Background: an optimization exercise with open tools, aiming at small area. Do not read the settings as production practice. Only simulation tests tie the RTL to the original design; equivalence was not proved. Power figures rest on the tool's default switching activity, not on a simulated workload.

**design/flow/run.sh**
```bash
#!/bin/bash
# synth_recipe.tcl (not shown) runs the flow's synth.tcl, then flattens the netlist and writes it again
# the make line also repeats each setting of config.mk as NAME=value (left out here)
make -C /OpenROAD-flow-scripts/flow DESIGN_CONFIG=/design/flow/config.mk WORK_HOME=/design/flow/orfs CLKGATE_MAP_FILE= SYNTH_SCRIPT=/design/flow/synth_recipe.tcl finish
```
**design/flow/config.mk**
```make
export PLATFORM = sky130hd
export DESIGN_NAME = pwm_core
export DESIGN_NICKNAME = pwm_core
export VERILOG_FILES = /design/flow/design.v
export SDC_FILE = /design/flow/constraint.sdc
export NUM_CORES = 4
export LEC_CHECK = 0
export CAP_MARGIN = 20
export CORE_MARGIN = 2
export CORE_UTILIZATION = 40
export SLEW_MARGIN = 20
```
**design/flow/constraint.sdc**
```tcl
create_clock -name core_clock -period 10.0 [get_ports {PCLK}]
set_input_delay 2.0000 -clock core_clock [delete_from_list [all_inputs] [get_ports {PCLK}]]
set_output_delay 2.0000 -clock core_clock [all_outputs]
set_load 0.01 [all_outputs]
```
**design/flow/design.v**
```verilog
`default_nettype none
package pwm_pkg;
  localparam int DATA_W = 16;
  localparam int ADDR_W = 8;
  localparam int PWM_NUM  = 4;
  localparam int TACH_NUM = 2;
  localparam int TACH_PRE_W = 4;
  localparam int TACH_DIV_W = 11;
  localparam logic [ADDR_W-3:0] REG_PRESCALE     = 6'h00;
  localparam logic [ADDR_W-3:0] REG_PERIOD       = 6'h01;
  localparam logic [ADDR_W-3:0] REG_ENABLE       = 6'h02;
  localparam logic [ADDR_W-3:0] REG_POSEDGE_BASE = 6'h04;
  localparam logic [ADDR_W-3:0] REG_NEGEDGE_BASE = 6'h05;
  localparam logic [ADDR_W-3:0] REG_TACHPRESCALE = 6'h25;
  localparam logic [ADDR_W-3:0] REG_TACHSTATUS   = 6'h26;
  localparam logic [ADDR_W-3:0] REG_TACHIRQMASK  = 6'h27;
  localparam logic [ADDR_W-3:0] REG_TACHMODE     = 6'h28;
  localparam logic [ADDR_W-3:0] REG_TACHDUR_BASE = 6'h29;
endpackage
`default_nettype wire
`timescale 1ns/1ps
`default_nettype none
import pwm_pkg::*;
module pwm_apb_regs
(
  input  logic                             PCLK,
  input  logic                             PRESETN,
  input  logic                             PSEL,
  input  logic                             PENABLE,
  input  logic                             PWRITE,
  input  logic [ADDR_W-1:0]                PADDR,
  input  logic [DATA_W-1:0]                PWDATA,
  output logic [DATA_W-1:0]                PRDATA,
  output logic [DATA_W-1:0]                prescale,
  output logic [DATA_W-1:0]                period,
  output logic [PWM_NUM-1:0]               pwm_enable,
  output logic [PWM_NUM-1:0][DATA_W-1:0]   pwm_posedge,
  output logic [PWM_NUM-1:0][DATA_W-1:0]   pwm_negedge,
  output logic [TACH_PRE_W-1:0]            tach_prescale,
  output logic [TACH_NUM-1:0]              tach_irq_mask,
  output logic [TACH_NUM-1:0]              tach_mode,
  output logic [TACH_NUM-1:0]              status_clear,
  input  logic [TACH_NUM-1:0]              tach_status,
  input  logic [TACH_NUM-1:0][DATA_W-1:0]  tach_dur
);
  logic [ADDR_W-3:0] word_idx;
  logic              wr_en;
  assign word_idx = PADDR[ADDR_W-1:2];
  assign wr_en    = PSEL & PENABLE & PWRITE;
  assign status_clear = (wr_en && (word_idx == REG_TACHSTATUS)) ?
                        PWDATA[TACH_NUM-1:0] : '0;
  always_ff @(posedge PCLK)
  begin
    if (!PRESETN)
    begin
      prescale      <= '0;
      period        <= '0;
      pwm_enable    <= '0;
      pwm_posedge   <= '0;
      pwm_negedge   <= '0;
      tach_prescale <= '0;
      tach_irq_mask <= '0;
      tach_mode     <= '0;
    end
    else if (wr_en)
    begin
      case (word_idx)
        REG_PRESCALE:     prescale      <= PWDATA;
        REG_PERIOD:       period        <= PWDATA;
        REG_ENABLE:       pwm_enable    <= PWDATA[PWM_NUM-1:0];
        REG_TACHPRESCALE: tach_prescale <= PWDATA[TACH_PRE_W-1:0];
        REG_TACHIRQMASK:  tach_irq_mask <= PWDATA[TACH_NUM-1:0];
        REG_TACHMODE:     tach_mode     <= PWDATA[TACH_NUM-1:0];
        default:
        begin
          for (int n = 0; n < PWM_NUM; n++)
          begin
            if (int'(word_idx) == int'(REG_POSEDGE_BASE) + 2 * n)
              pwm_posedge[n] <= PWDATA;
            if (int'(word_idx) == int'(REG_NEGEDGE_BASE) + 2 * n)
              pwm_negedge[n] <= PWDATA;
          end
        end
      endcase
    end
  end
  always_comb
  begin
    PRDATA = '0;
    case (word_idx)
      REG_PRESCALE:     PRDATA = prescale;
      REG_PERIOD:       PRDATA = period;
      REG_ENABLE:       PRDATA[PWM_NUM-1:0] = pwm_enable;
      REG_TACHPRESCALE: PRDATA[TACH_PRE_W-1:0] = tach_prescale;
      REG_TACHSTATUS:   PRDATA[TACH_NUM-1:0] = tach_status;
      REG_TACHIRQMASK:  PRDATA[TACH_NUM-1:0] = tach_irq_mask;
      REG_TACHMODE:     PRDATA[TACH_NUM-1:0] = tach_mode;
      default:
      begin
        for (int n = 0; n < PWM_NUM; n++)
        begin
          if (int'(word_idx) == int'(REG_POSEDGE_BASE) + 2 * n)
            PRDATA = pwm_posedge[n];
          if (int'(word_idx) == int'(REG_NEGEDGE_BASE) + 2 * n)
            PRDATA = pwm_negedge[n];
        end
        for (int t = 0; t < TACH_NUM; t++)
        begin
          if (int'(word_idx) == int'(REG_TACHDUR_BASE) + t)
            PRDATA = tach_dur[t];
        end
      end
    endcase
  end
endmodule
`default_nettype wire
`timescale 1ns/1ps
`default_nettype none
import pwm_pkg::*;
module pwm_timebase
(
  input  logic              PCLK,
  input  logic              PRESETN,
  input  logic [DATA_W-1:0] prescale,
  input  logic [DATA_W-1:0] period,
  output logic [DATA_W-1:0] period_cnt,
  output logic              sync_pulse
);
  logic [DATA_W-1:0] pre_cnt;
  logic              tick;
  logic              wrap;
  assign tick = (pre_cnt >= prescale);
  assign wrap = tick && (period_cnt >= period);
  always_ff @(posedge PCLK)
  begin
    if (!PRESETN)
    begin
      pre_cnt    <= '0;
      period_cnt <= '0;
      sync_pulse <= 1'b0;
    end
    else
    begin
      if (tick)
        pre_cnt <= '0;
      else
        pre_cnt <= pre_cnt + 1'b1;
      if (wrap)
        period_cnt <= '0;
      else if (tick)
        period_cnt <= period_cnt + 1'b1;
      sync_pulse <= wrap;
    end
  end
endmodule
`default_nettype wire
`timescale 1ns/1ps
`default_nettype none
import pwm_pkg::*;
module pwm_channels
(
  input  logic                           PCLK,
  input  logic                           PRESETN,
  input  logic [DATA_W-1:0]              period_cnt,
  input  logic [PWM_NUM-1:0]             pwm_enable,
  input  logic [PWM_NUM-1:0][DATA_W-1:0] pwm_posedge,
  input  logic [PWM_NUM-1:0][DATA_W-1:0] pwm_negedge,
  output logic [PWM_NUM-1:0]             PWM
);
  logic [PWM_NUM-1:0] in_window;
  always_comb
  begin
    for (int n = 0; n < PWM_NUM; n++)
    begin
      if (pwm_posedge[n] < pwm_negedge[n])
      begin
        in_window[n] = (period_cnt >= pwm_posedge[n]) &&
                       (period_cnt < pwm_negedge[n]);
      end
      else if (pwm_posedge[n] > pwm_negedge[n])
      begin
        in_window[n] = (period_cnt >= pwm_posedge[n]) ||
                       (period_cnt < pwm_negedge[n]);
      end
      else
      begin
        in_window[n] = 1'b0;
      end
    end
  end
  always_ff @(posedge PCLK)
  begin
    if (!PRESETN)
      PWM <= '0;
    else
      PWM <= pwm_enable & in_window;
  end
endmodule
`default_nettype wire
`timescale 1ns/1ps
`default_nettype none
import pwm_pkg::*;
module tach_capture
(
  input  logic              PCLK,
  input  logic              PRESETN,
  input  logic              tach_in,
  input  logic              tach_tick,
  input  logic              accept,
  output logic [DATA_W-1:0] tach_dur,
  output logic              update
);
  logic [1:0]        sync_q;
  logic              prev_q;
  logic              armed;
  logic              rise;
  logic [DATA_W-1:0] tick_cnt;
  assign rise = sync_q[1] & ~prev_q;
  assign update = rise & armed;
  always_ff @(posedge PCLK)
  begin
    if (!PRESETN)
    begin
      sync_q   <= '0;
      prev_q   <= 1'b0;
      armed    <= 1'b0;
      tick_cnt <= '0;
      tach_dur <= '0;
    end
    else
    begin
      sync_q <= {sync_q[0], tach_in};
      prev_q <= sync_q[1];
      if (rise)
      begin
        armed    <= 1'b1;
        tick_cnt <= '0;
      end
      else if (tach_tick && (tick_cnt != '1))
      begin
        tick_cnt <= tick_cnt + 1'b1;
      end
      if (update && accept)
        tach_dur <= tick_cnt;
    end
  end
endmodule
`default_nettype wire
`timescale 1ns/1ps
`default_nettype none
import pwm_pkg::*;
module tach_block
(
  input  logic                            PCLK,
  input  logic                            PRESETN,
  input  logic [TACH_NUM-1:0]             TACHIN,
  input  logic [TACH_PRE_W-1:0]           tach_prescale,
  input  logic [TACH_NUM-1:0]             tach_irq_mask,
  input  logic [TACH_NUM-1:0]             tach_mode,
  input  logic [TACH_NUM-1:0]             status_clear,
  output logic [TACH_NUM-1:0]             tach_status,
  output logic [TACH_NUM-1:0][DATA_W-1:0] tach_dur,
  output logic                            TACHINT
);
  logic [TACH_DIV_W-1:0] div_val;
  logic [TACH_DIV_W-1:0] div_cnt;
  logic                  tach_tick;
  logic [TACH_NUM-1:0]   update;
  logic [TACH_NUM-1:0]   accept;
  always_comb
  begin
    if (tach_prescale >= TACH_PRE_W'(TACH_DIV_W))
      div_val = '1;
    else
      div_val = TACH_DIV_W'((1 << tach_prescale) - 1);
  end
  always_ff @(posedge PCLK)
  begin
    if (!PRESETN)
    begin
      div_cnt   <= '0;
      tach_tick <= 1'b0;
    end
    else if (div_cnt >= div_val)
    begin
      div_cnt   <= '0;
      tach_tick <= 1'b1;
    end
    else
    begin
      div_cnt   <= div_cnt + 1'b1;
      tach_tick <= 1'b0;
    end
  end
  assign accept = ~tach_mode | ~tach_status;
  for (genvar t = 0; t < TACH_NUM; t++)
  begin : g_tach
    tach_capture u_capture (
      .PCLK      (PCLK),
      .PRESETN   (PRESETN),
      .tach_in   (TACHIN[t]),
      .tach_tick (tach_tick),
      .accept    (accept[t]),
      .tach_dur  (tach_dur[t]),
      .update    (update[t])
    );
  end
  always_ff @(posedge PCLK)
  begin
    if (!PRESETN)
    begin
      tach_status <= '0;
      TACHINT     <= 1'b0;
    end
    else
    begin
      tach_status <= (tach_status | (update & accept)) & ~status_clear;
      TACHINT     <= |(tach_status & tach_irq_mask);
    end
  end
endmodule
`default_nettype wire
`timescale 1ns/1ps
`default_nettype none
import pwm_pkg::*;
module pwm_core
(
  input  logic                PCLK,
  input  logic                PRESETN,
  input  logic                PSEL,
  input  logic                PENABLE,
  input  logic                PWRITE,
  input  logic [ADDR_W-1:0]   PADDR,
  input  logic [DATA_W-1:0]   PWDATA,
  output logic [DATA_W-1:0]   PRDATA,
  output logic                PREADY,
  output logic                PSLVERR,
  input  logic [TACH_NUM-1:0] TACHIN,
  output logic                TACHINT,
  output logic [PWM_NUM-1:0]  PWM
);
  logic [DATA_W-1:0]              prescale;
  logic [DATA_W-1:0]              period;
  logic [PWM_NUM-1:0]             pwm_enable;
  logic [PWM_NUM-1:0][DATA_W-1:0] pwm_posedge;
  logic [PWM_NUM-1:0][DATA_W-1:0] pwm_negedge;
  logic [DATA_W-1:0]              period_cnt;
  logic                           sync_pulse;
  logic [TACH_PRE_W-1:0]            tach_prescale;
  logic [TACH_NUM-1:0]              tach_irq_mask;
  logic [TACH_NUM-1:0]              tach_mode;
  logic [TACH_NUM-1:0]              status_clear;
  logic [TACH_NUM-1:0]              tach_status;
  logic [TACH_NUM-1:0][DATA_W-1:0]  tach_dur;
  assign PREADY  = 1'b1;
  assign PSLVERR = 1'b0;
  pwm_apb_regs u_regs (
    .PCLK          (PCLK),
    .PRESETN       (PRESETN),
    .PSEL          (PSEL),
    .PENABLE       (PENABLE),
    .PWRITE        (PWRITE),
    .PADDR         (PADDR),
    .PWDATA        (PWDATA),
    .PRDATA        (PRDATA),
    .prescale      (prescale),
    .period        (period),
    .pwm_enable    (pwm_enable),
    .pwm_posedge   (pwm_posedge),
    .pwm_negedge   (pwm_negedge),
    .tach_prescale (tach_prescale),
    .tach_irq_mask (tach_irq_mask),
    .tach_mode     (tach_mode),
    .status_clear  (status_clear),
    .tach_status   (tach_status),
    .tach_dur      (tach_dur)
  );
  pwm_timebase u_timebase (
    .PCLK       (PCLK),
    .PRESETN    (PRESETN),
    .prescale   (prescale),
    .period     (period),
    .period_cnt (period_cnt),
    .sync_pulse (sync_pulse)
  );
  pwm_channels u_channels (
    .PCLK        (PCLK),
    .PRESETN     (PRESETN),
    .period_cnt  (period_cnt),
    .pwm_enable  (pwm_enable),
    .pwm_posedge (pwm_posedge),
    .pwm_negedge (pwm_negedge),
    .PWM         (PWM)
  );
  tach_block u_tach (
    .PCLK          (PCLK),
    .PRESETN       (PRESETN),
    .TACHIN        (TACHIN),
    .tach_prescale (tach_prescale),
    .tach_irq_mask (tach_irq_mask),
    .tach_mode     (tach_mode),
    .status_clear  (status_clear),
    .tach_status   (tach_status),
    .tach_dur      (tach_dur),
    .TACHINT       (TACHINT)
  );
endmodule
`default_nettype wire
```
==> metrics.yaml <==
job:
  drv_cap: 0
worst_setup_path:
  r2r_end: "u_timebase.period_cnt[8]"
  regToRegSetupSlack_ns: 6.15
  reg2regPathDepth: 8
  reg2reg_from: "u_timebase.period_cnt[4]"
  cp_num_buf_inv: 2
  crit_path_start_kind: "input pin"
  cp.depth: 7
  slowest_stage: "and2_1"
  crit_chain: "clkdlybuf4s50_1, nor3_1, and2_1, a22oi_1, a21oi_1, a221o_1, clkdlybuf4s50_1"
  crit_top_cell: "clkdlybuf4s50_1"
  critical_path_arrival_ns: 5.08
  crit_path_max_fanout: 17
  crit_family: "simple AND/OR/NAND/NOR gates"
  critical_path_required_ns: 8.00
  cp-end-kind: "primary output"
  critPathKind: "in2out"
  critical-path-max-stage-delay_ns: 0.79
route:
  dr_wl_met3_um: 3220
  dr.pass1.iters: 8
  wl_met1_um: 24700
  via_per_inst: 5.65
  postRouteAntennaNets: 0
  via_count: 16000
  routedWlPerCell_um: 19.7
  top_layer_used: "met5"
  wirelength_um: 55700
  drtIter0Drc: 1180
  drc: 0
  wl_met2_um: 25700
global_route:
  grt_max_degree: 87
  grt_overflow: 0
  first_global_vias: 15400
  grt_pass1_wl_um: 86900
  track_usage: 0.234
  grt_antenna_before_repair: 3
logic_synthesis:
  syn-instance-count: 2208
  syn_area_per_cell_um2: 8.31
  ys_ff_latch: 295
  synth.distinct_cells: 74
  async_flop_share: 0
  synth_edf_count: 0
  yosysWarnings: 5
  synth_flop_cell: "dfxtp_1"
  yosysSeqAreaShare: 0.322
  synthesis.nets: 2476
  syn_area_um2: 18300
floorplan:
  fp-row-count: 78
  die_h_um: 218
  dieArea_um2: 47600
  core_region_area_um2: 45300
  start_util: 0.405
  die_x_um: 218
  ios: 54
place:
  dp_hpwl_um: 42300
  gp_congestion: 0.937
  port_buffers: 49
sta:
  rsz0062_at_grt: "false"
  max_freq_mhz: 141
  finalHoldViolations: 0
  period_minus_slack_ns: 7.08
  setup_viol: 0
  max_slew_margin: 0.251
  finalCritPeriodShare: 0.708
  worst_pin_slew_ns: 1.12
  slew_violations: 0
  fin_worst_skew_ns: 0.00902
  setup_tns_ns: 0
cts:
  cts.sinks: 295
  cts_root_buffer: "clkbuf_16"
  numCtsBuffers: 36
  htreeDepth: 2
  post-cts-setup-buffers: 0
  clock_latency_ns: 0.56
  clock_path_buffers: 3
  cts_tree: "yes"
  clk_pin_slew_ns: 0.05
  holdBufCountCts: 0
  ctsResizeCount: 0
finish:
  drive_gt1_frac: 0.0520
  fill_cells: 4420
  area_delta_synth_final_pct: 11.8
  multi_input_area_um2: 11300
  nets: 2472
  final-seq-area_um2: 5910
pwr:
  ir_drop_uv: 160
  power.density_nw_per_um2: 130
  fin_total_pwr_mw: 2.67
  leakagePower_nw: 8.62
hold_path:
  min_from: "u_tach.g_tach[0].u_capture.sync_q[0]"
  hold_path.class: "reg2reg"
  whs_path_depth: 1
  hold_end: "u_tach.g_tach[0].u_capture.sync_q[1]"
status:
  status: "finished clean"
where the power goes:
| part | total, mW | internal, mW | switching, mW |
|---|---|---|---|
| sequential | 1.18 | 1.18 | 0.00435 |
| combinational | 0.107 | 0.0316 | 0.0757 |
| clock | 1.38 | 0.836 | 0.547 |
final cells by class:
type	instances	share of cell area
Multi-Input combinational cell	1627	0.552
Tap cell	600	0.0366
Antenna cell	1	0.000122
Inverter	179	0.0330
Sequential cell	295	0.288
Clock buffer	48	0.0505
Timing Repair Buffer	65	0.0293
Clock inverter	16	0.0108
worst max-delay path by stage:
| stage | from | end | slack, ns |
|---|---|---|---|
| finish | PADDR[7] | PRDATA[4] | 2.92 |
| global route | PADDR[7] | PRDATA[11] | 2.69 |
| CTS | PADDR[7] | PRDATA[7] | 2.95 |
| floorplan | PADDR[3] | PRDATA[2] | 4.42 |
| global placement | PADDR[7] | PRDATA[4] | 3.00 |
| detailed placement | PADDR[7] | PRDATA[7] | 2.96 |
routing by layer:
metal / vias to the layer above / GRT usage
met1: 7612 / 0.310
li1: 7736 / -
met2: 506 / 0.383
met3: 131 / 0.0308
met4: 2 / 0.0984
met5: - / 0
cells in the final DEF (no fill, tap or decap), types with 23 or more instances in the layout:
| cell | n |
|---|---|
| a21o_1 | 23 |
| a21oi_1 | 181 |
| and3_1 | 26 |
| clkbuf_16 | 36 |
| clkdlybuf4s50_1 | 47 |
| dfxtp_1 | 295 |
| ha_1 | 237 |
| inv_1 | 177 |
| mux2i_1 | 140 |
| nand2_1 | 253 |
| nand3_1 | 80 |
| nand4_1 | 28 |
| nor2_1 | 236 |
| o21ai_0 | 87 |
| xor2_1 | 37 |
cells in the mapped netlist (all sizes together), types with 19 or more instances:
master	instances	area, µm²
clkbuf	78	293
ha	237	2970
nor2	237	892
inv	179	672
xor2	37	324
nand4	28	175
xnor2	19	166
a21o	23	173
nand2	256	971
nand3	86	468
dfxtp	295	5910
buf	29	171
and3	26	163
mux2i	140	1400
o21ai	90	450
nor2b	20	125
a21oi	181	906
kinds of logic (layout without fill, tap and decap cells):
| group | count (synthesis) | in the layout | share of synthesized area |
|---|---|---|---|
| fa+ha+maj | 237 | 237 | 0.162 |
| compound gates | 444 | 444 | 0.150 |
| other cells | 2 | 3 | 0.000410 |
| xor+xnor | 56 | 56 | 0.0267 |
| flops | 295 | 295 | 0.322 |
| simple gates | 731 | 731 | 0.181 |
| mux | 157 | 157 | 0.0967 |
| buf+inv | 286 | 308 | 0.0620 |
flip-flops by register name (all words and copies together), names as in the netlist, 4 cells and up:
name,cells
u_tach.div_cnt,11
u_timebase.pre_cnt,16
u_channels.PWM,4
u_timebase.period_cnt,16
u_regs.pwm_enable,4
u_regs.pwm_negedge,64
u_tach.g_tach.u_capture.sync_q,4
u_regs.period,16
u_regs.prescale,16
u_tach.g_tach.u_capture.tick_cnt,32
u_regs.tach_prescale,4
u_tach.g_tach.u_capture.tach_dur,32
u_regs.pwm_posedge,64
stage by stage:
| stage | instance area, µm² | util | setup WS (ns) | hold slack [ns] | std cells |
|---|---|---|---|---|---|
| 4_1_cts | 20500 | 0.453 | 2.95 | 0.435 | 2830 |
| 2_1_floorplan | 18300 | - | 4.42 | 0.412 | 2208 |
| 5_1_grt | 20500 | 0.453 | 2.69 | 0.453 | 2830 |
| 6_report | 20500 | 0.453 | 2.92 | 0.432 | 2831 |
| 3_3_place_gp | 19200 | 0.425 | 3.00 | 0.420 | 2766 |
| 3_5_place_dp | 19200 | 0.425 | 2.96 | 0.421 | 2766 |

==> separate check: timing with driven ports <==
Ports are ideal in the flow. The routed layout listed here was re-timed in OpenROAD. Step 1 sets driving cells, clkbuf_16 on the clock port and buf_2 on the other inputs (assumed; they add their load-dependent delay and slew). Step 2 moves the port delays by t, midway between the first and last clock arrival at a register: inputs arrive t later, outputs are due t later. That takes back most of the time a late clock gives input paths. Three values: ideal ports, drivers, drivers and shift; two values: the first two.
t, ns: 0.607
setup WS [ns]: 2.916 / 2.879 / 2.879
latest minus earliest clock arrival (ns): 0.010 / 0.011
cell pins on the clock port's net: 1
After both steps this run still meets setup and hold. For this run, drivers alone change the setup slack by -0.037 ns; drivers and shift together by -0.037 ns.
